Background: an optimization exercise with open tools, aiming at small area, a short achievable clock period and few clock cycles per item. Do not read the settings as production practice. At most, simulation tests tie the RTL to the original design; equivalence was not proved. Power and IR drop assume default switching activity.

## red
## pwm_frame_parser
module pwm_frame_parser (
   input  logic             clock,
   input  logic             reset,
   input  logic             req_valid,
   output logic             req_ready,
   input  logic [8:0]       req_data,
   output logic             rsp_valid,
   input  logic             rsp_ready,
   output logic [35:0]      rsp_data
);
   logic             in_v;
   logic [7:0]       in_b;
   logic             in_be;
   logic             hit;
   logic             wr;
   logic [4:0]       fill;
   logic [15:0][7:0] win;
   logic             take;
   logic             pend;
   logic             in_v_n;
   logic [4:0]       fill_n;
   logic [15:0]      rd_raw;
   always_ff @(posedge clock) begin
      in_v  <= in_v_n;
      in_b  <= req_data[8:1];
      in_be <= req_data[0];
   end
   assign in_v_n = !reset && req_valid && req_ready;
   pfp_front u_front (
      .clock (clock),
      .reset (reset),
      .in_v  (in_v),
  ...
export LEC_CHECK = 0
export ABC_CLOCK_PERIOD_IN_PS = 2500
export CAP_MARGIN = 20
export CORE_MARGIN = 2
export CORE_UTILIZATION = 70
export CTS_BUF_LIST = sky130_fd_sc_hd__clkbuf_4 sky130_fd_sc_hd__clkbuf_8
export CTS_CLUSTER_SIZE = 30
export SETUP_SLACK_MARGIN = 4.2
export SLEW_MARGIN = 20
create_clock -name core_clock -period 7.0 [get_ports {clock}]
run.sh (not shown) runs the stock make flow with config.mk's settings and CLKGATE_MAP_FILE= SYNTH_SCRIPT=/design/flow/synth_recipe.tcl, a recipe that flattens the netlist after the stock synthesis.
Testbench counts of red, summed over its fixed seeds: cycles 23,733, items 8,120.
The following lists how blue was set up differently from red:
- SETUP_SLACK_MARGIN now 4.3, was 4.2
- CORE_UTILIZATION now 60, was 70
- ABC_CLOCK_PERIOD_IN_PS now 2400, was 2500
Findings:
No stage failed in blue, and the final checks on the layout all came back clean. red closes out successfully: all stages finished, all timing, DRC and antenna checks passed. Number of global-route vias before repair (blue vs. red) decreases by a few percent. blue and red ended up with roughly the same data-path buffer share of cell area in the final layout. Compared with red, blue shows a higher maximum frequency from static timing analysis. blue — critical path depth 2 higher, red as reference.
Relative to blue, the following input files were edited for green:
- clearing CTS_CLUSTER_SIZE, which used to be 30
- clearing CTS_BUF_LIST, which used to be sky130_fd_sc_hd__clkbuf_4 sky130_fd_sc_hd__clkbuf_8
- swapping 2400 for 2500 in ABC_CLOCK_PERIOD_IN_PS
- swapping 4.3 for 4.2 in SETUP_SLACK_MARGIN
- swapping 60 for 40 in CORE_UTILIZATION
==> comparison <==
First-pass GRT wire length (green over blue): increase, 1.1 mm
Compared to blue, the routing of green uses more wire.
green: part of the power in the clock network is 3.3 points higher than what blue reported.

## 03-20
pwm_frame_parser, a different RTL version from the one above (not shown whole).
Size: about 1200 cells after synthesis, about 290 flip-flops, roughly 51 I/O pins, ~15000 um^2 of cells after synthesis.
// pwm_frame_parser
module pwm_frame_parser (
   input  logic             clock,
   input  logic             reset,
   input  logic             req_valid,
   output logic             req_ready,
   input  logic [8:0]       req_data,
   output logic             rsp_valid,
   input  logic             rsp_ready,
   output logic [35:0]      rsp_data
);
==> flow/config.mk <==
export PLATFORM = sky130hd
export DESIGN_NAME = pwm_frame_parser
export DESIGN_NICKNAME = pwm_frame_parser
export VERILOG_FILES = /design/flow/design.v
export SDC_FILE = /design/flow/constraint.sdc
export NUM_CORES = 4
export LEC_CHECK = 0
export ABC_CLOCK_PERIOD_IN_PS = 2500
export CAP_MARGIN = 20
export CORE_MARGIN = 2
export CORE_UTILIZATION = 40
export SETUP_SLACK_MARGIN = 4.3
export SLEW_MARGIN = 20
==> flow/constraint.sdc <==
create_clock -name core_clock -period 7.0 [get_ports {clock}]
set_input_delay 1.4000 -clock core_clock [delete_from_list [all_inputs] [get_ports {clock}]]
set_output_delay 1.4000 -clock core_clock [all_outputs]
set_load 0.01 [all_outputs]
03-20 completed; timing, DRC and antenna clean
What 10-11 does differently from 03-20 at the input level:
# 03-20
export LEC_CHECK = 0
export ABC_CLOCK_PERIOD_IN_PS = 2500
export CAP_MARGIN = 20
export CORE_MARGIN = 2
export CORE_UTILIZATION = 40
export SETUP_SLACK_MARGIN = 4.3
export SLEW_MARGIN = 20
create_clock -name core_clock -period 7.0 [get_ports {clock}]
# 10-11
export LEC_CHECK = 0
export ABC_CLOCK_PERIOD_IN_PS = 2500
export CAP_MARGIN = 20
export CORE_MARGIN = 2
export CORE_UTILIZATION = 60
export SETUP_SLACK_MARGIN = 3.7
export SLEW_MARGIN = 20
create_clock -name core_clock -period 7.0 [get_ports {clock}]
==> run summary <==
- Having completed the whole flow, 10-11 delivered a layout that passed the timing, design-rule and antenna checks.
- 10-11 against 03-20; detailed-route wire length is down by a little under 10%.
- Changes observed in 10-11 relative to 03-20: final non-filler cell total went down 9.8%, post-route standard cell area excluding fillers went down 600 um^2, adder-cell share of the synthesized area held, pin count of the biggest net entering global routing went up about 8%.
- On leakage component of the power, the lower figure sits with 10-11, not 03-20.
- Number of H-tree branching levels: 10-11 vs 03-20 identical
Function was not checked in any run of this note: the RTL went through the layout flow alone.

## job 7769
pwm_frame_parser, a different RTL version from the one above (not shown whole).
For scale: ~1300 cells after synthesis, ~310 flip-flops, ~51 I/O pins, roughly 16000 um^2 of cells after synthesis.
// pwm_frame_parser
module pwm_frame_parser (
   input  logic             clock,
   input  logic             reset,
   input  logic             req_valid,
   output logic             req_ready,
   input  logic [8:0]       req_data,
   output logic             rsp_valid,
   input  logic             rsp_ready,
   output logic [35:0]      rsp_data
);
   logic             in_v;
   logic [7:0]       in_b;
   logic             in_be;
   logic             hit;
   logic             wr;
   logic [4:0]       fill;
   logic [15:0][7:0] win;
   logic             take;
   logic             pend;
   logic             in_v_n;
   logic [4:0]       fill_n;
   logic [15:0]      rd_raw;
   always_ff @(posedge clock) begin
      in_v  <= in_v_n;
      in_b  <= req_data[8:1];
      in_be <= req_data[0];
   end
   assign in_v_n = !reset && req_valid && req_ready;
   pfp_front u_front (
      .clock (clock),
      .reset (reset),
      .in_v  (in_v),
      .in_b  (in_b),
      .in_be (in_be),
      .hit   (hit),
      .wr    (wr),
  ...
export LEC_CHECK = 0
export ABC_CLOCK_PERIOD_IN_PS = 2500
export CAP_MARGIN = 20
export CORE_MARGIN = 2
export CORE_UTILIZATION = 60
export CTS_BUF_LIST = sky130_fd_sc_hd__clkbuf_4 sky130_fd_sc_hd__clkbuf_8
export CTS_CLUSTER_SIZE = 30
export SETUP_SLACK_MARGIN = 4.4
export SLEW_MARGIN = 20
create_clock -name core_clock -period 7.0 [get_ports {clock}]
standard.sh (not shown) runs the stock make flow with config.mk's settings and CLKGATE_MAP_FILE= SYNTH_SCRIPT=/design/flow/synth_recipe.tcl, a recipe that flattens the netlist after the stock synthesis.
==> flow/flow/run.sh <==
#!/bin/bash
# The standard layout (the standard.sh), with the port buffers made of plain buf_4 cells
# instead of the delay-cell buffers that buffer_ports picks by default.
set -euo pipefail
export BUFFER_PORTS_ARGS="-buffer_cell sky130_fd_sc_hd__buf_4"
bash standard.sh > standard.log 2>&1
Job 7769: flow completed, timing, DRC and antenna clean
Testbench counts of job 7769, summed over its fixed seeds: cycles 23,733, items 8,120.
### job 7769 -> job 5318
diff --git a/flow/config.mk b/flow/config.mk
--- a/flow/config.mk
+++ b/flow/config.mk
@@ -12,4 +12,4 @@
 export CTS_BUF_LIST = sky130_fd_sc_hd__clkbuf_4 sky130_fd_sc_hd__clkbuf_8
 export CTS_CLUSTER_SIZE = 30
-export SETUP_SLACK_MARGIN = 4.4
+export SETUP_SLACK_MARGIN = 4.2
 export SLEW_MARGIN = 20
Job 5318 | status: complete | timing, DRC, antenna: pass
Cmp job 5318 and job 7769 / layout overhead on the synthesized area / lower: job 5318
Side by side, iteration-0 DRC count of the detailed router turned out lower in job 5318 than in job 7769.
Re flip-flop and latch count: no difference whatsoever between job 5318 and job 7769.
Share of synthesized cell area in and, or, nand and nor gates: job 5318 vs job 7769 identical
Against job 7769, job 5318 comes in 1600 um lower on first-pass GRT wire length.
Time the final worst path needs with I/O delays and setup, job 5318 and job 7769: larger value in job 5318
The inputs of job 1955 differ from those of job 5318 as listed below.
diff --git a/flow/config.mk b/flow/config.mk
--- a/flow/config.mk
+++ b/flow/config.mk
@@ -9,7 +9,7 @@
 export CAP_MARGIN = 20
 export CORE_MARGIN = 2
-export CORE_UTILIZATION = 60
+export CORE_UTILIZATION = 65
 export CTS_BUF_LIST = sky130_fd_sc_hd__clkbuf_4 sky130_fd_sc_hd__clkbuf_8
 export CTS_CLUSTER_SIZE = 30
-export SETUP_SLACK_MARGIN = 4.2
+export SETUP_SLACK_MARGIN = 4.3
 export SLEW_MARGIN = 20
Notes after the runs:
Between job 1955 and job 5318, the total power is lower for job 1955.
Compared with job 5318, job 1955 shows a higher wire length.
Relative to job 5318, clock period minus worst slack decreased by 0.012 ns in job 1955.
Going from job 5318 to job 1955, final layout net count held steady, number of buffers inserted by hold repair at cts roughly the same, switching power fell by 3.9%.
Across both runs, maximum ir drop on the vdd rail was lower for job 1955 than for job 5318.
Going from job 5318 to job 1955, clock-buffer cell count moved up, number of register bits inferred by synthesis level.
Complex-gate fraction of the synthesized area came out exactly the same in job 1955 and job 5318.
Job 1955 vs job 5318, period utilization went down by 0.17 points.

pwm_frame_parser, a different RTL version from the one above (not shown whole).
Size in the first run: about 1200 cells after synthesis, about 310 flip-flops, roughly 0.016 mm2 of cells after synthesis.
==> flow/config.mk <==
export PLATFORM = sky130hd
export DESIGN_NAME = pwm_frame_parser
export DESIGN_NICKNAME = pwm_frame_parser
export VERILOG_FILES = /design/flow/design.v
export SDC_FILE = /design/flow/constraint.sdc
export NUM_CORES = 4
export LEC_CHECK = 0
export ABC_CLOCK_PERIOD_IN_PS = 2500
export CAP_MARGIN = 20
export CORE_MARGIN = 2
export CORE_UTILIZATION = 60
export CTS_BUF_LIST = sky130_fd_sc_hd__clkbuf_4 sky130_fd_sc_hd__clkbuf_8
export CTS_CLUSTER_SIZE = 30
export SETUP_SLACK_MARGIN = 4.2
export SLEW_MARGIN = 20
==> flow/constraint.sdc <==
create_clock -name core_clock -period 7.0 [get_ports {clock}]
set_input_delay 1.4000 -clock core_clock [delete_from_list [all_inputs] [get_ports {clock}]]
set_output_delay 1.4000 -clock core_clock [all_outputs]
set_load 0.01 [all_outputs]
run.sh (not shown) runs the stock make flow with config.mk's settings and CLKGATE_MAP_FILE= SYNTH_SCRIPT=/design/flow/synth_recipe.tcl, a recipe that flattens the netlist after the stock synthesis.
Stock flow here: none of the scripts above is used.
==> next run, changes <==
==> flow/flow/run.sh (new file) <==
#!/bin/bash
# The standard layout (the standard.sh), with the port buffers made of plain buf_4 cells
# instead of the delay-cell buffers that buffer_ports picks by default.
set -euo pipefail
export BUFFER_PORTS_ARGS="-buffer_cell sky130_fd_sc_hd__buf_4"
bash standard.sh > standard.log 2>&1
==> flow/standard.sh (new file) <==
#!/bin/bash
# synth_recipe.tcl (not shown) runs the flow's synth.tcl, then flattens the netlist and writes it again
# the make line also repeats each setting of config.mk as NAME=value (left out here)
make -C /OpenROAD-flow-scripts/flow DESIGN_CONFIG=/design/flow/config.mk WORK_HOME=/design/flow/orfs CLKGATE_MAP_FILE= SYNTH_SCRIPT=/design/flow/synth_recipe.tcl "${@:-finish}"
removed: flow/run.sh
Result:
- wire length decreases by 1.3%
- die area does not change
- synthesized area does not change
- setup slack got worse by 0.069 ns
- global-route usage barely changes
- clock power stays flat
- final area falls by 1.7%
- cell count goes down by 1.2%
- total power barely changes
- critical path depth went down by 1
- via count is higher by 0.46%
Function was not checked in any run of this note: the RTL went through the layout flow alone.

Setup of main:
RTL: one of the versions met above, not the one the previous note started from.
For scale: about 300 flip-flops, ~51 I/O pins, ~15000 µm² of cells after synthesis.
make LEC_CHECK=0 ABC_CLOCK_PERIOD_IN_PS=2500 CAP_MARGIN=20 CORE_MARGIN=2 CORE_UTILIZATION=60 CTS_BUF_LIST='sky130_fd_sc_hd__clkbuf_4 sky130_fd_sc_hd__clkbuf_8' CTS_CLUSTER_SIZE=30 SETUP_SLACK_MARGIN=4.5 SLEW_MARGIN=20 finish   # period 7.0 ns
Stock flow here: none of the scripts above is used.
main: flow completed, timing, DRC and antenna clean
Testbench counts of main, summed over its fixed seeds: cycles 23,733, items 8,120.
Inputs modified between main and the feature branch:
# main
export LEC_CHECK = 0
export ABC_CLOCK_PERIOD_IN_PS = 2500
export CAP_MARGIN = 20
export CORE_MARGIN = 2
export CORE_UTILIZATION = 60
export CTS_BUF_LIST = sky130_fd_sc_hd__clkbuf_4 sky130_fd_sc_hd__clkbuf_8
export CTS_CLUSTER_SIZE = 30
export SETUP_SLACK_MARGIN = 4.5
export SLEW_MARGIN = 20
create_clock -name core_clock -period 7.0 [get_ports {clock}]
# the feature branch
export LEC_CHECK = 0
export ABC_CLOCK_PERIOD_IN_PS = 2500
export CAP_MARGIN = 20
export CORE_MARGIN = 2
export CORE_UTILIZATION = 60
export CTS_BUF_LIST = sky130_fd_sc_hd__clkbuf_4 sky130_fd_sc_hd__clkbuf_8
export CTS_CLUSTER_SIZE = 30
export SETUP_SLACK_MARGIN = 3.9
export SLEW_MARGIN = 20
create_clock -name core_clock -period 7.0 [get_ports {clock}]
Results
- Side by side, number of cells on the worst reg-to-reg path turned out lower in the feature branch than in main.
- Higher final critical-path share of the clock period among the feature branch and main: the feature branch
- main has a lower multi-input logic portion of the cell area than the feature branch.
- Status: worst endpoint required time parity (the feature branch, main)
- On static leakage, the feature branch does better than main.
- [compare] base=main new=the feature branch: critical-path maximum fanout higher, largest net degree at the start of global routing lower, relative area of clock buffers and inverters in the final design roughly the same, maximum ir drop on the vdd rail lower.
- Compared with main, the feature branch ends up with a smaller final cell area.
- The minimum clock period number comes out higher for the feature branch vs main.

pwm_frame_parser again, from the RTL that the note above started with.
Settings: LEC_CHECK=0, ABC_CLOCK_PERIOD_IN_PS=2500, CAP_MARGIN=20, CORE_MARGIN=2, CORE_UTILIZATION=60, CTS_BUF_LIST=sky130_fd_sc_hd__clkbuf_8 sky130_fd_sc_hd__clkbuf_16, CTS_CLUSTER_DIAMETER=60, CTS_CLUSTER_SIZE=40, SETUP_SLACK_MARGIN=4.2, SLEW_MARGIN=20; clock period 7.0 ns.
The starting point went through all stages and came out clean.
Testbench counts at the start, summed over its fixed seeds: cycles 23,733, items 8,120.
Rerun with:
Settings changed: ABC_AREA set to 1, CTS_BUF_LIST sky130_fd_sc_hd__clkbuf_8 sky130_fd_sc_hd__clkbuf_16 to sky130_fd_sc_hd__clkbuf_4 sky130_fd_sc_hd__clkbuf_8, CTS_CLUSTER_DIAMETER 60 to unset, CTS_CLUSTER_SIZE 40 to 30.
=> Synthesized cell count grows by 37%; sequential power shrinks by about 2%; global-route usage grows by 2.8 points; total power shrinks by 0.75%; design area grows by 4.7%; die area grows by 6.1%; critical path depth shrinks by 1; first-iteration DRC count grows by 15%.

afterwards: timing with drivers on the ports:
No port has a modelled driver above. Below, the same layouts with a new extraction and two added sets of constraints. Step 1, drivers: a clkbuf_16 drives clock and a buf_2 each remaining input, both assumed. Step 2 adds t to the input delays and takes it off the output delays; t is the mean of the earliest and latest rising clock arrival at the registers after step 1. Input paths then give back, and output paths get back, about the clock's delay inside the block. Slacks: ideal / step 1 / step 2; pairs: ideal / step 1.
| run | shift t [ns] | slack for setup (ns) | hold slack, ns | latest minus earliest clock arrival (ns) |
|---|---|---|---|---|
| red | 0.587 | 4.087 / 4.087 / 3.638 | 0.406 / 0.406 / 0.406 | 0.028 / 0.029 |
| blue | 0.598 | 4.167 / 4.167 / 3.823 | 0.411 / 0.411 / 0.411 | 0.034 / 0.034 |
| green | 0.563 | 4.095 / 4.095 / 3.782 | 0.416 / 0.416 / 0.416 | 0.020 / 0.020 |
| 03-20 | 0.601 | 3.651 / 3.651 / 3.552 | 0.414 / 0.414 / 0.414 | 0.017 / 0.017 |
| 10-11 | 0.591 | 3.623 / 3.623 / 3.157 | 0.412 / 0.412 / 0.412 | 0.019 / 0.019 |
| job 7769 | 0.617 | 4.420 / 4.418 / 4.014 | 0.417 / 0.417 / 0.417 | 0.029 / 0.028 |
| job 5318 | 0.608 | 4.341 / 4.341 / 4.018 | 0.414 / 0.414 / 0.414 | 0.030 / 0.030 |
| job 1955 | 0.606 | 4.353 / 4.353 / 4.018 | 0.416 / 0.416 / 0.416 | 0.025 / 0.026 |
| the first run of note 4 | 0.597 | 4.160 / 4.160 / 3.652 | 0.411 / 0.411 / 0.411 | 0.021 / 0.021 |
| the second run of note 4 | 0.594 | 4.090 / 4.090 / 3.992 | 0.412 / 0.412 / 0.412 | 0.022 / 0.022 |
| main | 0.605 | 4.194 / 4.194 / 3.987 | 0.416 / 0.416 / 0.416 | 0.032 / 0.032 |
| the feature branch | 0.594 | 4.018 / 4.018 / 3.658 | 0.418 / 0.418 / 0.418 | 0.026 / 0.026 |
| the first run of note 6 | 0.573 | 4.149 / 4.149 / 3.843 | 0.424 / 0.424 / 0.424 | 0.027 / 0.027 |
| the second run of note 6 | 0.601 | 3.896 / 3.896 / 3.469 | 0.418 / 0.418 / 0.418 | 0.025 / 0.026 |
After both steps setup and hold are still met in every run listed. For the first run of note 4, which loses most, drivers alone change the setup slack by 0.000 ns; drivers and shift together by -0.508 ns.
